Source: an optimization exercise on an open RTL-to-GDS flow (aim: small area, a short achievable clock period and few clock cycles per item). Production flows keep margins and buffers that such runs may drop.
Only simulation tests tie the RTL to the original design; equivalence was not proved.

## flow/design.v (module list and top-level ports; edited modules follow where they fit)
// module decay_invariant_mass_hypotheses: 7970 lines
module decay_invariant_mass_hypotheses
#(
  parameter int MOM_WIDTH = 28
) (
  input  logic                        clk,
  input  logic                        rst_n,
  input  logic                        cfg_we,
  input  logic [dimh_pkg::CFG_IDX_W-1:0]        cfg_index,
  input  logic [dimh_pkg::MASS_W-1:0]           cfg_wdata,
  input  logic                        in_valid,
  output logic                        in_ready,
  input  logic [dimh_pkg::MODE_W-1:0]           in_mode,
  input  logic signed [MOM_WIDTH-1:0] in_mom_x,
  input  logic signed [MOM_WIDTH-1:0] in_mom_y,
  input  logic signed [MOM_WIDTH-1:0] in_mom_z,
  input  logic [dimh_pkg::CHARGE_W-1:0]         in_charge_code,
  input  logic [dimh_pkg::MASS_W-1:0]           in_candidate_mass,
  output logic                        out_valid,
  input  logic                        out_ready,
  output logic [dimh_pkg::OUT_W-1:0]            out_mass_kaon_as_pion,
  output logic [dimh_pkg::OUT_W-1:0]            out_mass_jpsi_kaon_pion,
  output logic                        out_in_window
);
  // ...
==> flow/run.sh <==
#!/bin/bash
# synth_recipe.tcl (not shown) runs the flow's synth.tcl, then flattens the netlist and writes it again
# the make line also repeats each setting of config.mk as NAME=value (left out here)
make -C /OpenROAD-flow-scripts/flow DESIGN_CONFIG=/design/flow/config.mk WORK_HOME=/design/flow/orfs CLKGATE_MAP_FILE= SYNTH_SCRIPT=/design/flow/synth_recipe.tcl finish
==> flow/config.mk <==
export PLATFORM = sky130hd
export DESIGN_NAME = decay_invariant_mass_hypotheses
export DESIGN_NICKNAME = decay_invariant_mass_hypotheses
export VERILOG_FILES = /design/flow/design.v
export SDC_FILE = /design/flow/constraint.sdc
export NUM_CORES = 4
export LEC_CHECK = 0
export CAP_MARGIN = 20
export CORE_MARGIN = 2
export CORE_UTILIZATION = 40
export PLACE_DENSITY = 0.6
export SLEW_MARGIN = 20
==> flow/constraint.sdc <==
create_clock -name core_clock -period 8.0 [get_ports {clk}]
set_input_delay 1.6000 -clock core_clock [delete_from_list [all_inputs] [get_ports {clk}]]
set_output_delay 1.6000 -clock core_clock [all_outputs]
set_load 0.01 [all_outputs]
==> results.toml, run 1 <==
[synthesis]
synth_top_area_share_pct = 23.1
ys_top_cells_by_area = "edfxtp_1, fa_1, dfxtp_1"
synthMuxAreaShare_pct = 3.77

[sta]
final-setup-viol-count = 0
hold_viol_final = 0

[final_layout]
nonClkBufAreaFrac_pct = 1.88
multi_input_area_mm2 = 0.106
final_util_pct = 44.4
layout_common_cells = "inv_1, fa_1, edfxtp_1, dfxtp_1, and2_1"
nClkBuffers = 383

[run_status]
outcome = "no timing/DRC/antenna violations"

[global_route]
top_usage_layer = "met2"
met2_usage_pct = 34.7

[clock_tree]
cts_buffers = 302
cts_resized = 0
cts_root_buf = "clkbuf_16"

[drt]
drt_iter0_markers = 9226
wl_um = 501000

[hold_path]
hold_depth = 0
min-delay-start = "tk[12][2]$_DFF_P_"

[floorplanning]
dieWidth_um = 689
rows = 251

[setup_path]
reg2reg_slack_ns = 0.45
crit_path_frequent_cell = "o21a_1"
Testbench counts, summed over its fixed seeds: cycles 19,721, items 3,200.
==> run 2, diff against run 1 <==
--- a/flow/design.v
+++ b/flow/design.v
@@ -41,19 +41,19 @@
   input  logic [dimh_pkg::CHARGE_W-1:0]         in_charge_code,
   input  logic [dimh_pkg::MASS_W-1:0]           in_candidate_mass,
   output logic                        out_valid,
   input  logic                        out_ready,
   output logic [dimh_pkg::OUT_W-1:0]            out_mass_kaon_as_pion,
   output logic [dimh_pkg::OUT_W-1:0]            out_mass_jpsi_kaon_pion,
   output logic                        out_in_window
 );
-  localparam int NCTX = 3;
-  localparam int NF   = 5;
-  localparam int NT   = 15;
+  localparam int NCTX = 4;
+  localparam int NF   = 6;
+  localparam int NT   = 17;
   localparam logic [2:0] K_KPI = 3'd0;   
   localparam logic [2:0] K_J   = 3'd1;   
   localparam logic [2:0] K_P1  = 3'd2;   
   localparam logic [2:0] K_P2  = 3'd3;   
   localparam logic [2:0] K_KK  = 3'd4;   
   localparam logic [2:0] K_M1  = 3'd5;   
   localparam logic [2:0] K_M2  = 3'd6;   
   localparam logic [1:0] I_NONE = 2'd0;
@@ -78,30 +78,29 @@
         dimh_pkg::REG_WINDOW_HIGH: win_high_r  <= cfg_wdata;
         default: ;
       endcase
     end
   end
   logic        ir_v;
   logic [1:0]  ir_mode, ir_chg;
   logic signed [27:0] ir_x, ir_y, ir_z;
-  logic [19:0] ir_cand;
   logic        ir_iss, ir_win, p2_ok, m_next;
   logic [1:0]  int_op;
   assign in_ready = !ir_v || ir_iss;
   always_ff @(posedge clk) begin
     if (!rst_n) ir_v <= 1'b0;
     else        ir_v <= (in_valid && in_ready) || (ir_v && !ir_iss);
     if (in_valid && in_ready) begin
       ir_mode <= in_mode;
       ir_chg  <= in_charge_code;
       ir_x    <= in_mom_x;
       ir_y    <= in_mom_y;
       ir_z    <= in_mom_z;
-      ir_cand <= in_candidate_mass;
+      ir_win  <= (in_candidate_mass > win_low_r) && (in_candidate_mass < win_high_r);
     end
   end
   logic signed [27:0] sk_x, sk_y, sk_z, sj_x, sj_y, sj_z, s1_x, s1_y, s1_z;
   always_ff @(posedge clk) begin
     if (ir_iss && ir_mode == dimh_pkg::MODE_KAON) begin
       sk_x <= ir_x; sk_y <= ir_y; sk_z <= ir_z;
     end
     if (ir_iss && ir_mode == dimh_pkg::MODE_JPSI) begin
@@ -121,17 +120,16 @@
     end
   end
   logic has_pion, sel_p1;
   always_comb begin
     has_pion = (kaon_chg_r == dimh_pkg::CHG_POS) || (kaon_chg_r == dimh_pkg::CHG_NEG);
     if (kaon_chg_r == dimh_pkg::CHG_POS) sel_p1 = (pion1_chg_r == dimh_pkg::CHG_NEG);
     else                                 sel_p1 = (pion1_chg_r == dimh_pkg::CHG_POS);
   end
-  assign ir_win = (ir_cand > win_low_r) && (ir_cand < win_high_r);
   logic signed [29:0] cx1 [NCTX];
   logic signed [29:0] cy1 [NCTX];
   logic signed [29:0] cz1 [NCTX];
   logic signed [29:0] cx2 [NCTX];
   logic signed [29:0] cy2 [NCTX];
   logic signed [29:0] cz2 [NCTX];
   logic        cwin [NCTX];
   logic [$clog2(NCTX+1)-1:0] nctx;
@@ -7758,188 +7756,204 @@
   assign sq_R1 = 5'(rad_r[55:54]) - 5'(1);
   assign sq_r1 = ~sq_R1[4];
   logic [5:0] sq_R2; logic [1:0] sq_r2;
   assign sq_R2 = {sq_R1[3:0], rad_r[53:52]} + {{3{~sq_R1[4]}}, sq_r1 ^ {1{~sq_R1[4]}}, 2'b11};
   assign sq_r2 = {sq_r1, ~sq_R2[5]};
   logic [6:0] sq_R3; logic [2:0] sq_r3;
   assign sq_R3 = {sq_R2[4:0], rad_r[51:50]} + {{3{~sq_R2[5]}}, sq_r2 ^ {2{~sq_R2[5]}}, 2'b11};
   assign sq_r3 = {sq_r2, ~sq_R3[6]};
-  logic [7:0] sq_R4; logic [3:0] sq_r4;
-  assign sq_R4 = {sq_R3[5:0], rad_r[49:48]} + {{3{~sq_R3[6]}}, sq_r3 ^ {3{~sq_R3[6]}}, 2'b11};
-  assign sq_r4 = {sq_r3, ~sq_R4[7]};
-  logic [7:0] st0_R; logic [3:0] st0_r; logic st0_sat;
-  logic [47:0] st0_v;
+  logic [6:0] st0_R; logic [2:0] st0_r; logic st0_sat;
+  logic [49:0] st0_v;
   always_ff @(posedge clk) begin
-    st0_R <= sq_R4[7:0];
-    st0_r <= sq_r4;
+    st0_R <= sq_R3[6:0];
+    st0_r <= sq_r3;
     st0_sat <= sat_r;
-    st0_v <= rad_r[47:0];
+    st0_v <= rad_r[49:0];
   end
+  logic [7:0] sq_R4; logic [3:0] sq_r4;
+  assign sq_R4 = {st0_R[5:0], st0_v[49:48]} + {{3{~st0_R[6]}}, st0_r ^ {3{~st0_R[6]}}, 2'b11};
+  assign sq_r4 = {st0_r, ~sq_R4[7]};
   logic [8:0] sq_R5; logic [4:0] sq_r5;
-  assign sq_R5 = {st0_R[6:0], st0_v[47:46]} + {{3{~st0_R[7]}}, st0_r ^ {4{~st0_R[7]}}, 2'b11};
-  assign sq_r5 = {st0_r, ~sq_R5[8]};
+  assign sq_R5 = {sq_R4[6:0], st0_v[47:46]} + {{3{~sq_R4[7]}}, sq_r4 ^ {4{~sq_R4[7]}}, 2'b11};
+  assign sq_r5 = {sq_r4, ~sq_R5[8]};
   logic [9:0] sq_R6; logic [5:0] sq_r6;
   assign sq_R6 = {sq_R5[7:0], st0_v[45:44]} + {{3{~sq_R5[8]}}, sq_r5 ^ {5{~sq_R5[8]}}, 2'b11};
   assign sq_r6 = {sq_r5, ~sq_R6[9]};
-  logic [10:0] sq_R7; logic [6:0] sq_r7;
-  assign sq_R7 = {sq_R6[8:0], st0_v[43:42]} + {{3{~sq_R6[9]}}, sq_r6 ^ {6{~sq_R6[9]}}, 2'b11};
-  assign sq_r7 = {sq_r6, ~sq_R7[10]};
-  logic [10:0] st1_R; logic [6:0] st1_r; logic st1_sat;
-  logic [41:0] st1_v;
+  logic [9:0] st1_R; logic [5:0] st1_r; logic st1_sat;
+  logic [43:0] st1_v;
   always_ff @(posedge clk) begin
-    st1_R <= sq_R7[10:0];
-    st1_r <= sq_r7;
+    st1_R <= sq_R6[9:0];
+    st1_r <= sq_r6;
     st1_sat <= st0_sat;
-    st1_v <= st0_v[41:0];
+    st1_v <= st0_v[43:0];
   end
+  logic [10:0] sq_R7; logic [6:0] sq_r7;
+  assign sq_R7 = {st1_R[8:0], st1_v[43:42]} + {{3{~st1_R[9]}}, st1_r ^ {6{~st1_R[9]}}, 2'b11};
+  assign sq_r7 = {st1_r, ~sq_R7[10]};
   logic [11:0] sq_R8; logic [7:0] sq_r8;
-  assign sq_R8 = {st1_R[9:0], st1_v[41:40]} + {{3{~st1_R[10]}}, st1_r ^ {7{~st1_R[10]}}, 2'b11};
-  assign sq_r8 = {st1_r, ~sq_R8[11]};
+  assign sq_R8 = {sq_R7[9:0], st1_v[41:40]} + {{3{~sq_R7[10]}}, sq_r7 ^ {7{~sq_R7[10]}}, 2'b11};
+  assign sq_r8 = {sq_r7, ~sq_R8[11]};
+  logic [11:0] st2_R; logic [7:0] st2_r; logic st2_sat;
+  logic [39:0] st2_v;
+  always_ff @(posedge clk) begin
+    st2_R <= sq_R8[11:0];
+    st2_r <= sq_r8;
+    st2_sat <= st1_sat;
+    st2_v <= st1_v[39:0];
+  end
   logic [12:0] sq_R9; logic [8:0] sq_r9;
-  assign sq_R9 = {sq_R8[10:0], st1_v[39:38]} + {{3{~sq_R8[11]}}, sq_r8 ^ {8{~sq_R8[11]}}, 2'b11};
-  assign sq_r9 = {sq_r8, ~sq_R9[12]};
+  assign sq_R9 = {st2_R[10:0], st2_v[39:38]} + {{3{~st2_R[11]}}, st2_r ^ {8{~st2_R[11]}}, 2'b11};
+  assign sq_r9 = {st2_r, ~sq_R9[12]};
   logic [13:0] sq_R10; logic [9:0] sq_r10;
-  assign sq_R10 = {sq_R9[11:0], st1_v[37:36]} + {{3{~sq_R9[12]}}, sq_r9 ^ {9{~sq_R9[12]}}, 2'b11};
+  assign sq_R10 = {sq_R9[11:0], st2_v[37:36]} + {{3{~sq_R9[12]}}, sq_r9 ^ {9{~sq_R9[12]}}, 2'b11};
   assign sq_r10 = {sq_r9, ~sq_R10[13]};
-  logic [13:0] st2_R; logic [9:0] st2_r; logic st2_sat;
-  logic [35:0] st2_v;
+  logic [13:0] st3_R; logic [9:0] st3_r; logic st3_sat;
+  logic [35:0] st3_v;
   always_ff @(posedge clk) begin
-    st2_R <= sq_R10[13:0];
-    st2_r <= sq_r10;
-    st2_sat <= st1_sat;
-    st2_v <= st1_v[35:0];
+    st3_R <= sq_R10[13:0];
+    st3_r <= sq_r10;
+    st3_sat <= st2_sat;
+    st3_v <= st2_v[35:0];
   end
   logic [14:0] sq_R11; logic [10:0] sq_r11;
-  assign sq_R11 = {st2_R[12:0], st2_v[35:34]} + {{3{~st2_R[13]}}, st2_r ^ {10{~st2_R[13]}}, 2'b11};
-  assign sq_r11 = {st2_r, ~sq_R11[14]};
+  assign sq_R11 = {st3_R[12:0], st3_v[35:34]} + {{3{~st3_R[13]}}, st3_r ^ {10{~st3_R[13]}}, 2'b11};
+  assign sq_r11 = {st3_r, ~sq_R11[14]};
   logic [15:0] sq_R12; logic [11:0] sq_r12;
-  assign sq_R12 = {sq_R11[13:0], st2_v[33:32]} + {{3{~sq_R11[14]}}, sq_r11 ^ {11{~sq_R11[14]}}, 2'b11};
+  assign sq_R12 = {sq_R11[13:0], st3_v[33:32]} + {{3{~sq_R11[14]}}, sq_r11 ^ {11{~sq_R11[14]}}, 2'b11};
   assign sq_r12 = {sq_r11, ~sq_R12[15]};
-  logic [16:0] sq_R13; logic [12:0] sq_r13;
-  assign sq_R13 = {sq_R12[14:0], st2_v[31:30]} + {{3{~sq_R12[15]}}, sq_r12 ^ {12{~sq_R12[15]}}, 2'b11};
-  assign sq_r13 = {sq_r12, ~sq_R13[16]};
-  logic [16:0] st3_R; logic [12:0] st3_r; logic st3_sat;
-  logic [29:0] st3_v;
+  logic [15:0] st4_R; logic [11:0] st4_r; logic st4_sat;
+  logic [31:0] st4_v;
   always_ff @(posedge clk) begin
-    st3_R <= sq_R13[16:0];
-    st3_r <= sq_r13;
-    st3_sat <= st2_sat;
-    st3_v <= st2_v[29:0];
+    st4_R <= sq_R12[15:0];
+    st4_r <= sq_r12;
+    st4_sat <= st3_sat;
+    st4_v <= st3_v[31:0];
   end
+  logic [16:0] sq_R13; logic [12:0] sq_r13;
+  assign sq_R13 = {st4_R[14:0], st4_v[31:30]} + {{3{~st4_R[15]}}, st4_r ^ {12{~st4_R[15]}}, 2'b11};
+  assign sq_r13 = {st4_r, ~sq_R13[16]};
   logic [17:0] sq_R14; logic [13:0] sq_r14;
-  assign sq_R14 = {st3_R[15:0], st3_v[29:28]} + {{3{~st3_R[16]}}, st3_r ^ {13{~st3_R[16]}}, 2'b11};
-  assign sq_r14 = {st3_r, ~sq_R14[17]};
+  assign sq_R14 = {sq_R13[15:0], st4_v[29:28]} + {{3{~sq_R13[16]}}, sq_r13 ^ {13{~sq_R13[16]}}, 2'b11};
+  assign sq_r14 = {sq_r13, ~sq_R14[17]};
+  logic [17:0] st5_R; logic [13:0] st5_r; logic st5_sat;
+  logic [27:0] st5_v;
+  always_ff @(posedge clk) begin
+    st5_R <= sq_R14[17:0];
+    st5_r <= sq_r14;
+    st5_sat <= st4_sat;
+    st5_v <= st4_v[27:0];
+  end
   logic [18:0] sq_R15; logic [14:0] sq_r15;
-  assign sq_R15 = {sq_R14[16:0], st3_v[27:26]} + {{3{~sq_R14[17]}}, sq_r14 ^ {14{~sq_R14[17]}}, 2'b11};
-  assign sq_r15 = {sq_r14, ~sq_R15[18]};
+  assign sq_R15 = {st5_R[16:0], st5_v[27:26]} + {{3{~st5_R[17]}}, st5_r ^ {14{~st5_R[17]}}, 2'b11};
+  assign sq_r15 = {st5_r, ~sq_R15[18]};
   logic [19:0] sq_R16; logic [15:0] sq_r16;
-  assign sq_R16 = {sq_R15[17:0], st3_v[25:24]} + {{3{~sq_R15[18]}}, sq_r15 ^ {15{~sq_R15[18]}}, 2'b11};
+  assign sq_R16 = {sq_R15[17:0], st5_v[25:24]} + {{3{~sq_R15[18]}}, sq_r15 ^ {15{~sq_R15[18]}}, 2'b11};
   assign sq_r16 = {sq_r15, ~sq_R16[19]};
-  logic [19:0] st4_R; logic [15:0] st4_r; logic st4_sat;
-  logic [23:0] st4_v;
+  logic [19:0] st6_R; logic [15:0] st6_r; logic st6_sat;
+  logic [23:0] st6_v;
   always_ff @(posedge clk) begin
-    st4_R <= sq_R16[19:0];
-    st4_r <= sq_r16;
-    st4_sat <= st3_sat;
-    st4_v <= st3_v[23:0];
+    st6_R <= sq_R16[19:0];
+    st6_r <= sq_r16;
+    st6_sat <= st5_sat;
+    st6_v <= st5_v[23:0];
   end
   logic [20:0] sq_R17; logic [16:0] sq_r17;
-  assign sq_R17 = {st4_R[18:0], st4_v[23:22]} + {{3{~st4_R[19]}}, st4_r ^ {16{~st4_R[19]}}, 2'b11};
-  assign sq_r17 = {st4_r, ~sq_R17[20]};
+  assign sq_R17 = {st6_R[18:0], st6_v[23:22]} + {{3{~st6_R[19]}}, st6_r ^ {16{~st6_R[19]}}, 2'b11};
+  assign sq_r17 = {st6_r, ~sq_R17[20]};
   logic [21:0] sq_R18; logic [17:0] sq_r18;
-  assign sq_R18 = {sq_R17[19:0], st4_v[21:20]} + {{3{~sq_R17[20]}}, sq_r17 ^ {17{~sq_R17[20]}}, 2'b11};
+  assign sq_R18 = {sq_R17[19:0], st6_v[21:20]} + {{3{~sq_R17[20]}}, sq_r17 ^ {17{~sq_R17[20]}}, 2'b11};
   assign sq_r18 = {sq_r17, ~sq_R18[21]};
-  logic [21:0] st5_R; logic [17:0] st5_r; logic st5_sat;
-  logic [19:0] st5_v;
+  logic [21:0] st7_R; logic [17:0] st7_r; logic st7_sat;
+  logic [19:0] st7_v;
   always_ff @(posedge clk) begin
-    st5_R <= sq_R18[21:0];
-    st5_r <= sq_r18;
-    st5_sat <= st4_sat;
-    st5_v <= st4_v[19:0];
+    st7_R <= sq_R18[21:0];
+    st7_r <= sq_r18;
+    st7_sat <= st6_sat;
+    st7_v <= st6_v[19:0];
   end
   logic [22:0] sq_R19; logic [18:0] sq_r19;
-  assign sq_R19 = {st5_R[20:0], st5_v[19:18]} + {{3{~st5_R[21]}}, st5_r ^ {18{~st5_R[21]}}, 2'b11};
-  assign sq_r19 = {st5_r, ~sq_R19[22]};
+  assign sq_R19 = {st7_R[20:0], st7_v[19:18]} + {{3{~st7_R[21]}}, st7_r ^ {18{~st7_R[21]}}, 2'b11};
+  assign sq_r19 = {st7_r, ~sq_R19[22]};
   logic [23:0] sq_R20; logic [19:0] sq_r20;
-  assign sq_R20 = {sq_R19[21:0], st5_v[17:16]} + {{3{~sq_R19[22]}}, sq_r19 ^ {19{~sq_R19[22]}}, 2'b11};
+  assign sq_R20 = {sq_R19[21:0], st7_v[17:16]} + {{3{~sq_R19[22]}}, sq_r19 ^ {19{~sq_R19[22]}}, 2'b11};
   assign sq_r20 = {sq_r19, ~sq_R20[23]};
-  logic [23:0] st6_R; logic [19:0] st6_r; logic st6_sat;
-  logic [15:0] st6_v;
+  logic [23:0] st8_R; logic [19:0] st8_r; logic st8_sat;
+  logic [15:0] st8_v;
   always_ff @(posedge clk) begin
-    st6_R <= sq_R20[23:0];
-    st6_r <= sq_r20;
-    st6_sat <= st5_sat;
-    st6_v <= st5_v[15:0];
+    st8_R <= sq_R20[23:0];
+    st8_r <= sq_r20;
+    st8_sat <= st7_sat;
+    st8_v <= st7_v[15:0];
   end
   logic [24:0] sq_R21; logic [20:0] sq_r21;
-  assign sq_R21 = {st6_R[22:0], st6_v[15:14]} + {{3{~st6_R[23]}}, st6_r ^ {20{~st6_R[23]}}, 2'b11};
-  assign sq_r21 = {st6_r, ~sq_R21[24]};
+  assign sq_R21 = {st8_R[22:0], st8_v[15:14]} + {{3{~st8_R[23]}}, st8_r ^ {20{~st8_R[23]}}, 2'b11};
+  assign sq_r21 = {st8_r, ~sq_R21[24]};
   logic [25:0] sq_R22; logic [21:0] sq_r22;
-  assign sq_R22 = {sq_R21[23:0], st6_v[13:12]} + {{3{~sq_R21[24]}}, sq_r21 ^ {21{~sq_R21[24]}}, 2'b11};
+  assign sq_R22 = {sq_R21[23:0], st8_v[13:12]} + {{3{~sq_R21[24]}}, sq_r21 ^ {21{~sq_R21[24]}}, 2'b11};
   assign sq_r22 = {sq_r21, ~sq_R22[25]};
-  logic [25:0] st7_R; logic [21:0] st7_r; logic st7_sat;
-  logic [11:0] st7_v;
+  logic [25:0] st9_R; logic [21:0] st9_r; logic st9_sat;
+  logic [11:0] st9_v;
   always_ff @(posedge clk) begin
-    st7_R <= sq_R22[25:0];
-    st7_r <= sq_r22;
-    st7_sat <= st6_sat;
-    st7_v <= st6_v[11:0];
+    st9_R <= sq_R22[25:0];
+    st9_r <= sq_r22;
+    st9_sat <= st8_sat;
+    st9_v <= st8_v[11:0];
   end
   logic [26:0] sq_R23; logic [22:0] sq_r23;
-  assign sq_R23 = {st7_R[24:0], st7_v[11:10]} + {{3{~st7_R[25]}}, st7_r ^ {22{~st7_R[25]}}, 2'b11};
-  assign sq_r23 = {st7_r, ~sq_R23[26]};
+  assign sq_R23 = {st9_R[24:0], st9_v[11:10]} + {{3{~st9_R[25]}}, st9_r ^ {22{~st9_R[25]}}, 2'b11};
+  assign sq_r23 = {st9_r, ~sq_R23[26]};
   logic [27:0] sq_R24; logic [23:0] sq_r24;
-  assign sq_R24 = {sq_R23[25:0], st7_v[9:8]} + {{3{~sq_R23[26]}}, sq_r23 ^ {23{~sq_R23[26]}}, 2'b11};
+  assign sq_R24 = {sq_R23[25:0], st9_v[9:8]} + {{3{~sq_R23[26]}}, sq_r23 ^ {23{~sq_R23[26]}}, 2'b11};
   assign sq_r24 = {sq_r23, ~sq_R24[27]};
-  logic [27:0] st8_R; logic [23:0] st8_r; logic st8_sat;
-  logic [7:0] st8_v;
+  logic [27:0] st10_R; logic [23:0] st10_r; logic st10_sat;
+  logic [7:0] st10_v;
   always_ff @(posedge clk) begin
-    st8_R <= sq_R24[27:0];
-    st8_r <= sq_r24;
-    st8_sat <= st7_sat;
-    st8_v <= st7_v[7:0];
+    st10_R <= sq_R24[27:0];
+    st10_r <= sq_r24;
+    st10_sat <= st9_sat;
+    st10_v <= st9_v[7:0];
   end
   logic [28:0] sq_R25; logic [24:0] sq_r25;
-  assign sq_R25 = {st8_R[26:0], st8_v[7:6]} + {{3{~st8_R[27]}}, st8_r ^ {24{~st8_R[27]}}, 2'b11};
-  assign sq_r25 = {st8_r, ~sq_R25[28]};
+  assign sq_R25 = {st10_R[26:0], st10_v[7:6]} + {{3{~st10_R[27]}}, st10_r ^ {24{~st10_R[27]}}, 2'b11};
+  assign sq_r25 = {st10_r, ~sq_R25[28]};
   logic [29:0] sq_R26; logic [25:0] sq_r26;
-  assign sq_R26 = {sq_R25[27:0], st8_v[5:4]} + {{3{~sq_R25[28]}}, sq_r25 ^ {25{~sq_R25[28]}}, 2'b11};
+  assign sq_R26 = {sq_R25[27:0], st10_v[5:4]} + {{3{~sq_R25[28]}}, sq_r25 ^ {25{~sq_R25[28]}}, 2'b11};
   assign sq_r26 = {sq_r25, ~sq_R26[29]};
-  logic [29:0] st9_R; logic [25:0] st9_r; logic st9_sat;
-  logic [3:0] st9_v;
+  logic [29:0] st11_R; logic [25:0] st11_r; logic st11_sat;
+  logic [3:0] st11_v;
   always_ff @(posedge clk) begin
-    st9_R <= sq_R26[29:0];
-    st9_r <= sq_r26;
-    st9_sat <= st8_sat;
-    st9_v <= st8_v[3:0];
+    st11_R <= sq_R26[29:0];
+    st11_r <= sq_r26;
+    st11_sat <= st10_sat;
+    st11_v <= st10_v[3:0];
   end
   logic [30:0] sq_R27; logic [26:0] sq_r27;
-  assign sq_R27 = {st9_R[28:0], st9_v[3:2]} + {{3{~st9_R[29]}}, st9_r ^ {26{~st9_R[29]}}, 2'b11};
-  assign sq_r27 = {st9_r, ~sq_R27[30]};
+  assign sq_R27 = {st11_R[28:0], st11_v[3:2]} + {{3{~st11_R[29]}}, st11_r ^ {26{~st11_R[29]}}, 2'b11};
+  assign sq_r27 = {st11_r, ~sq_R27[30]};
   logic [31:0] sq_R28; logic [27:0] sq_r28;
-  assign sq_R28 = {sq_R27[29:0], st9_v[1:0]} + {{3{~sq_R27[30]}}, sq_r27 ^ {27{~sq_R27[30]}}, 2'b11};
+  assign sq_R28 = {sq_R27[29:0], st11_v[1:0]} + {{3{~sq_R27[30]}}, sq_r27 ^ {27{~sq_R27[30]}}, 2'b11};
   assign sq_r28 = {sq_r27, ~sq_R28[31]};
-  logic [31:0] st10_R; logic [27:0] st10_r; logic st10_sat;
+  logic [31:0] st12_R; logic [27:0] st12_r; logic st12_sat;
   always_ff @(posedge clk) begin
-    st10_R <= sq_R28[31:0];
-    st10_r <= sq_r28;
-    st10_sat <= st9_sat;
+    st12_R <= sq_R28[31:0];
+    st12_r <= sq_r28;
+    st12_sat <= st11_sat;
   end
   logic [27:0] fq;
   logic signed [31:0] fR, fqs;
   logic        rup;
   logic [27:0] res_c, res_r;
   always_comb begin
-    fq  = st10_r;
-    fR  = st10_R;
+    fq  = st12_r;
+    fR  = st12_R;
     fqs = {4'b0, fq};
     if (!fR[31]) rup = (fR > fqs);
     else         rup = !(fR + fqs < 0);
-    if (st10_sat)       res_c = dimh_pkg::OUT_MAX;
+    if (st12_sat)       res_c = dimh_pkg::OUT_MAX;
     else if (&fq)        res_c = fq;
     else                 res_c = fq + 28'(rup);
   end
   always_ff @(posedge clk) res_r <= res_c;
   logic [27:0] ekp_r, ej_r, ep1_r, m1h_r;
   logic        push;
   logic [56:0] push_d;
   always_ff @(posedge clk) begin
==> flow/config.mk (replaced) <==
export PLATFORM = sky130hd
export DESIGN_NAME = decay_invariant_mass_hypotheses
export DESIGN_NICKNAME = decay_invariant_mass_hypotheses
export VERILOG_FILES = /design/flow/design.v
export SDC_FILE = /design/flow/constraint.sdc
export NUM_CORES = 4
export LEC_CHECK = 0
export CAP_MARGIN = 20
export CORE_MARGIN = 2
export CORE_UTILIZATION = 50
export PLACE_DENSITY = 0.65
export SETUP_SLACK_MARGIN = 2.5
export SLEW_MARGIN = 20
==> run 2 against run 1 <==
Net effect: flip-flop and latch count increased by 356; design area increased by 8.2%; via count increased by 4.7%; hold slack improved by 0.0070 ns; cell count decreased by 1.7%; wire length increased by 7.0%; global-route usage increased by 5.4 points.
==> results.toml, run 2 <==
[run_status]
outcome = "no timing/DRC/antenna violations"

[synthesis]
synth_edf_count = 1665
ys_seq_area_share_pct = 40.5
synthMuxAreaShare_pct = 4.53
synth_top_area_cell = "edfxtp_1"
netlist_area_mm2 = 0.197
synth_fp_nets = 20400
synth_fa_ha_area_share_pct = 26.0
synthSimpleGateAreaFrac_pct = 10.4
async_reset_ff_share_pct = 0
ys_top_cells_by_area = "edfxtp_1, fa_1, dfxtp_1"
ys_seq_elements = 3151
ys.flop_type = "edfxtp_1"
yosysWarnings = 6
synth_commonest_cells = "inv_1, fa_1, edfxtp_1"
avgSynthCellArea_um2 = 11.4
synth_most_common_cell = "inv_1"
ys_types = 94
synth_compound_area_share_pct = 7.01
synth_top_area_share_pct = 25.4
yosys.area_share.xor_xnor_pct = 5.76
syn_inst = 17300
synth_top_family_by_area = "adder cells"

[global_route]
antenna_found_initial = 40
grt_pass1_wl_um = 804000
grt_max_degree = 101
grt_pass1_vias = 132000
grt.overflow.total = 0
grt.total_usage_pct = 26.5

[floorplanning]
fp.dieH_um = 632
rows = 230
dieWidth_um = 632
coreArea_mm2 = 0.392
die_area_mm2 = 0.399
ios = 195
start_util_pct = 50.2

[setup_path]
path_depth = 29
rr_endpoint = "st7_R[21]$_DFF_P_"
endpoint_kind = "register"
r2r_start = "st6_R[19]$_DFF_P_"
crit_arrival_ns = 6.64
worst_ep_required_time_ns = 8.82
slowest_delay_ns = 0.35
path_class = "reg -> reg"
critPathCapture = "st7_R[21]$_DFF_P_"
cp_slowest_cell = "o41a_1"
reg2reg_slack_ns = 2.18
rr_worst_depth = 29
critPathBufInv = 3
start_kind = "register"
crit_path_frequent_cell = "a21oi_2"
setup.worst_path.start = "st6_R[19]$_DFF_P_"
path_delay_family = "compound AO/OA/AOI/OAI gates"
path_max_fanout = 3

[sta]
fin_crit_ns = 5.82
rsz0062_at_grt = "true"
maxSlewViolCount = 0
finalCritPeriodShare_pct = 72.8
timing.fmax_ghz = 0.172
relSlewSlack_pct = 31.8
skew_ns = 0.0779
hold_viol_final = 0
fin_ws_ns = 2.18
tightest_slew_ns = 1.02
final-setup-viol-count = 0
tns_ns = 0

[clock_tree]
cts_buffer_depth = 4
cts_num_sinks = 3151
cts_root_buf = "clkbuf_16"
htreeDepth = 5
path_clk_slew_ns = 0.06
cts_buffers = 340
worstSkewPairLatency_ns = 0.98
cts_tree = "built"

[final_layout]
drive_gt1_share_pct = 12.5
largest_register_ffs = 342
final_util_pct = 57.3
final_area_mm2 = 0.225
largest_register = "fq_d"
layout.nets = 20900
layout-area-overhead-vs-synth_pct = 14.1
layout_common_cells = "inv_1, fa_1, edfxtp_1, nand2_1, dfxtp_1"
layout_commonest_cell = "inv_1"

[placement]
place.gp.congestion = 0.954
pre_cts_slack_ns = 1.26
post_dp_cell_area_mm2 = 0.205
dpl.hpwl_um = 367000
numPortBuffers = 194

[drt]
first_pass_iters = 8
vias = 129000
drt-wirelength-per-cell_um = 23.0
wl_um = 537000
vias_per_cell = 5.52
drtAntennaViolNets = 0
drt_iter0_markers = 9906
drc_errors = 0

[hold_path]
hold_depth = 0
min_path_type = "reg -> reg"

[run]
drv_cap = 0
run 2: cell types whose count changed in the layout (fill, tap and decap cells not counted), sizes merged, moves of 43 or more:
cell    before   now
and2      1272  1077
buf        246   627
clkbuf     383   434
dfxtp     1349  1486
edfxtp    1446  1665
inv       2479  2436
mux2i      276   104
mux4       167   339
nand2     1164  1446
nor2       811   723
o211ai     139    46
xnor2      835   901
xor2       432   377
run 2: layout make-up:
cell class | instances | area [um^2]
flip-flops and latches | 3151 | 80000
multi-input cells | 11100 | 109000
clock inverters | 211 | 2640
repair buffers | 836 | 8090
fillers | 32300 | 167000
clock buffers | 424 | 9260
well taps | 5220 | 6530
diodes | 37 | 92.6
inverters | 2425 | 9150
run 2: cells by family (layout without fill, tap and decap cells):
kind of cell,count (synthesis),count (layout)
xor gates and xnor gates,1281,1281
DFF,3151,3151
other,0,37
AOI/OAI and AO/OA,2177,2177
and+or+nand+nor,4176,4177
buffers and inverters,3041,3896
muxes,465,465
adders and majority gates,2968,2968
run 2: worst min path at each step:
stage | start | endpoint
floorplan | op_neg$_DFF_P_ | qn_r$_DFF_P_
global placement | st0_v[33]$_DFF_P_ | st1_v[33]$_DFF_P_
detailed placement | rad_r[40]$_SDFF_PN0_ | st0_v[40]$_DFF_P_
CTS | st0_v[28]$_DFF_P_ | st1_v[28]$_DFF_P_
global route | st0_v[28]$_DFF_P_ | st1_v[28]$_DFF_P_
finish | st10_sat$_DFF_P_ | st11_sat$_DFF_P_
run 2: per-layer routing:
layer	part of all wire (%)	vias to the layer above	track usage (%)
met4	5.1	16	11.8
met3	7.9	1359	4.81
met5	0.028	-	0
met2	47	4989	43.7
li1	-	57900	-
met1	40	64700	34.3
run 2: stage by stage:
stage / hold WS [ns] / std cells
3_3_place_gp: 0.310 / 22300
6_report: 0.278 / 23400
2_1_floorplan: 0.310 / 17300
3_5_place_dp: 0.312 / 22300
5_1_grt: 0.263 / 23400
4_1_cts: 0.263 / 23100
run 2: repair_timing:
item                                   4_1_cts  5_1_grt
pin swaps                                  203      323
setup buffers                              183      230
setup endpoints to repair                  432      342
gates cloned                                 8       10
hold buffers                                 0        0
resized for setup                          407      427
endpoints found under the hold margin        0        0
run 2: worst register-to-register path: cells and delay by family, from the launching register on:
kind                     cells  cell delay [ns]
XOR/XNOR                     5             0.77
buffers and inverters        3             0.43
adder cells (fa/ha/maj)      2             0.65
multiplexers                 1             0.21
flip-flops                   1             0.33
AND/OR/NAND/NOR              1             0.13
AO/OA/AOI/OAI               17             3.20
Testbench counts of run 2, summed over its fixed seeds: cycles 19,854, items 3,200.
==> run 3, diff against run 2 <==
--- a/flow/config.mk
+++ b/flow/config.mk
@@ -11,3 +11,3 @@
 export PLACE_DENSITY = 0.65
-export SETUP_SLACK_MARGIN = 2.5
+export SETUP_SLACK_MARGIN = 4.5
 export SLEW_MARGIN = 20
==> run 3 against run 2 <==
Net effect: wire length up 15%; synthesized cell count unchanged; setup slack lost 0.0060 ns; hold slack improved by 0.027 ns; via count rose by 7.2%; critical path type unchanged; critical endpoint is now cz1[0][28]$_DFFE_PP_.
==> results.toml, run 3 <==
[drt]
wl_um = 619000
first_pass_iters = 7
vias_per_cell = 5.63
drc_errors = 0
drt_iter0_markers = 12500
vias = 138000
drtAntennaViolNets = 0
drt-wirelength-per-cell_um = 25.2

[sta]
maxSlewViolCount = 0
skew_ns = 0.101
final-setup-viol-count = 0
fin_crit_ns = 5.83
finalCritPeriodShare_pct = 72.8
timing.fmax_ghz = 0.172
hold_viol_final = 0
rsz0062_at_grt = "true"
relSlewSlack_pct = 26.9
tns_ns = 0
tightest_slew_ns = 1.10

[setup_path]
path_delay_family = "compound AO/OA/AOI/OAI gates"
cp_slowest_cell = "or4b_4"
slowest_delay_ns = 0.52
worst_ep_required_time_ns = 8.70
crit_arrival_ns = 6.53
critPathBufInv = 2
endpoint_kind = "register"
path_class = "reg -> reg"
start_kind = "register"
path_max_fanout = 5

[synthesis]
ys.flop_type = "edfxtp_1"
avgSynthCellArea_um2 = 11.4
synth_most_common_cell = "inv_1"
ys_seq_area_share_pct = 40.5
netlist_area_mm2 = 0.197
syn_inst = 17300
async_reset_ff_share_pct = 0
synth_commonest_cells = "inv_1, fa_1, edfxtp_1"
ys_types = 94
ys_top_cells_by_area = "edfxtp_1, fa_1, dfxtp_1"
yosysWarnings = 6
synth_edf_count = 1665
ys_seq_elements = 3151
synth_fp_nets = 20400
synth_top_area_cell = "edfxtp_1"
synth_top_area_share_pct = 25.4

[final_layout]
layout_common_cells = "inv_1, edfxtp_1, fa_1, nand2_1, dfxtp_1"
layout_commonest_cell = "inv_1"
nFillCells = 28800
seq_area_mm2 = 0.0803
multi_input_area_mm2 = 0.119
largest_register = "fq_d"
layout.nets = 22000
largest_register_ffs = 342
drive_gt1_share_pct = 27.8
layout-area-overhead-vs-synth_pct = 26.1
final_util_pct = 63.3

[run_status]
outcome = "no timing/DRC/antenna violations"

[clock_tree]
ctsHoldBuffers = 0
cts_num_sinks = 3151
cts_buffer_depth = 4
path_clk_slew_ns = 0.06
htreeDepth = 5
cts_buffers = 336
cts_tree = "built"
cts_root_buf = "clkbuf_16"
worstSkewPairLatency_ns = 0.99

[global_route]
grt_max_degree = 115
grt.total_usage_pct = 30.2
grt.overflow.total = 0
antenna_found_initial = 71
grt_pass1_vias = 141000
grt_pass1_wl_um = 895000

[floorplanning]
dieWidth_um = 632
ios = 195
rows = 230
start_util_pct = 50.2
die_area_mm2 = 0.399
coreArea_mm2 = 0.392
fp.dieH_um = 632

[placement]
dpl.hpwl_um = 373000
numPortBuffers = 194
place.gp.congestion = 0.944

[run]
drv_cap = 0

[hold_path]
min_path_type = "reg -> reg"
==> run 3: path summary, 6_finish.rpt <==
path	startpoint	end	slack (ns)	cells past startpoint
setup reg to reg	sk_z[10]$_DFFE_PP_	cz1[0][28]$_DFFE_PP_	2.17	25
setup / recovery	sk_z[10]$_DFFE_PP_	cz1[0][28]$_DFFE_PP_	2.17	25
hold reg to reg	op_neg$_DFF_P_	qn_r$_DFF_P_	0.30	0
hold / removal	op_neg$_DFF_P_	qn_r$_DFF_P_	0.30	0
==> run 3: area by class of cell <==
| cell class | count | area share, % |
|---|---|---|
| multi-input combinational | 11100 | 47.9 |
| inverter | 2425 | 3.76 |
| timing repair inverter | 1 | 0.00353 |
| sequential | 3151 | 32.3 |
| timing repair buffer | 1935 | 8.51 |
| antenna | 129 | 0.130 |
| clock inverter | 189 | 1.01 |
| clock buffer | 436 | 3.73 |
| tap | 5220 | 2.63 |
==> run 3: metrics by stage <==
step | cell area (um^2) | std cells | setup slack, ns | hold WS [ns]
after floorplan | 197000 | 17300 | 2.41 | 0.310
after global placement | 205000 | 22300 | 1.50 | 0.310
after detailed placement | 205000 | 22300 | 1.44 | 0.312
after CTS | 240000 | 24100 | 2.33 | 0.273
after global routing | 248000 | 24500 | 2.10 | 0.282
final | 248000 | 24600 | 2.17 | 0.304
==> run 3: logic make-up after synthesis <==
family	Yosys count	synth area share [%]
and+or+nand+nor	4176	10.4
DFF	3151	40.5
buffers and inverters	3041	5.83
adders and majority gates	2968	26.0
AOI/OAI and AO/OA	2177	7.01
xor gates and xnor gates	1281	5.76
muxes	465	4.53
==> run 3: metal layers <==
layer	routed length, um	vias to the layer above	global-route usage (%)
met5	105	-	0.193
met4	52800	12	20.1
met3	55300	2179	6.12
met2	284000	6818	48.0
met1	227000	69100	37.4
li1	-	60200	-
==> run 3: what timing repair did <==
| item | CTS | global route |
|---|---|---|
| setup endpoints to repair | 2225 | 1264 |
| pin swaps | 1538 | 1087 |
| buffers inserted | 1082 | 379 |
| resized for setup | 3075 | 1212 |
| cloned | 68 | 4 |

-- static timing again, ports no longer ideal --
How much do the figures lean on ideal ports? The routed layouts below were timed once more, with nothing changed but the port constraints. Step 1: set_driving_cell puts a clkbuf_16 on clk and a buf_2 on each other input, an assumption about the parent block. Step 2, shift: input delay + t, output delay - t, t = (earliest + latest rising clock arrival at the registers) / 2. This alone moves slack from input paths to output paths. Three values: no drivers, after step 1, after step 2; two values: the first two.
run	t, ns	setup slack, ns	slew at the worst register clock pin (ns)	worst data-port slew with drivers (ns)
run 1	1.052	0.452 / 0.452 / 0.452	0.08 / 0.08	0.07
run 2	1.051	2.179 / 2.179 / 2.179	0.07 / 0.07	0.32
run 3	1.079	2.173 / 2.173 / 2.173	0.08 / 0.08	0.28
After both steps setup and hold are still met in every run listed.
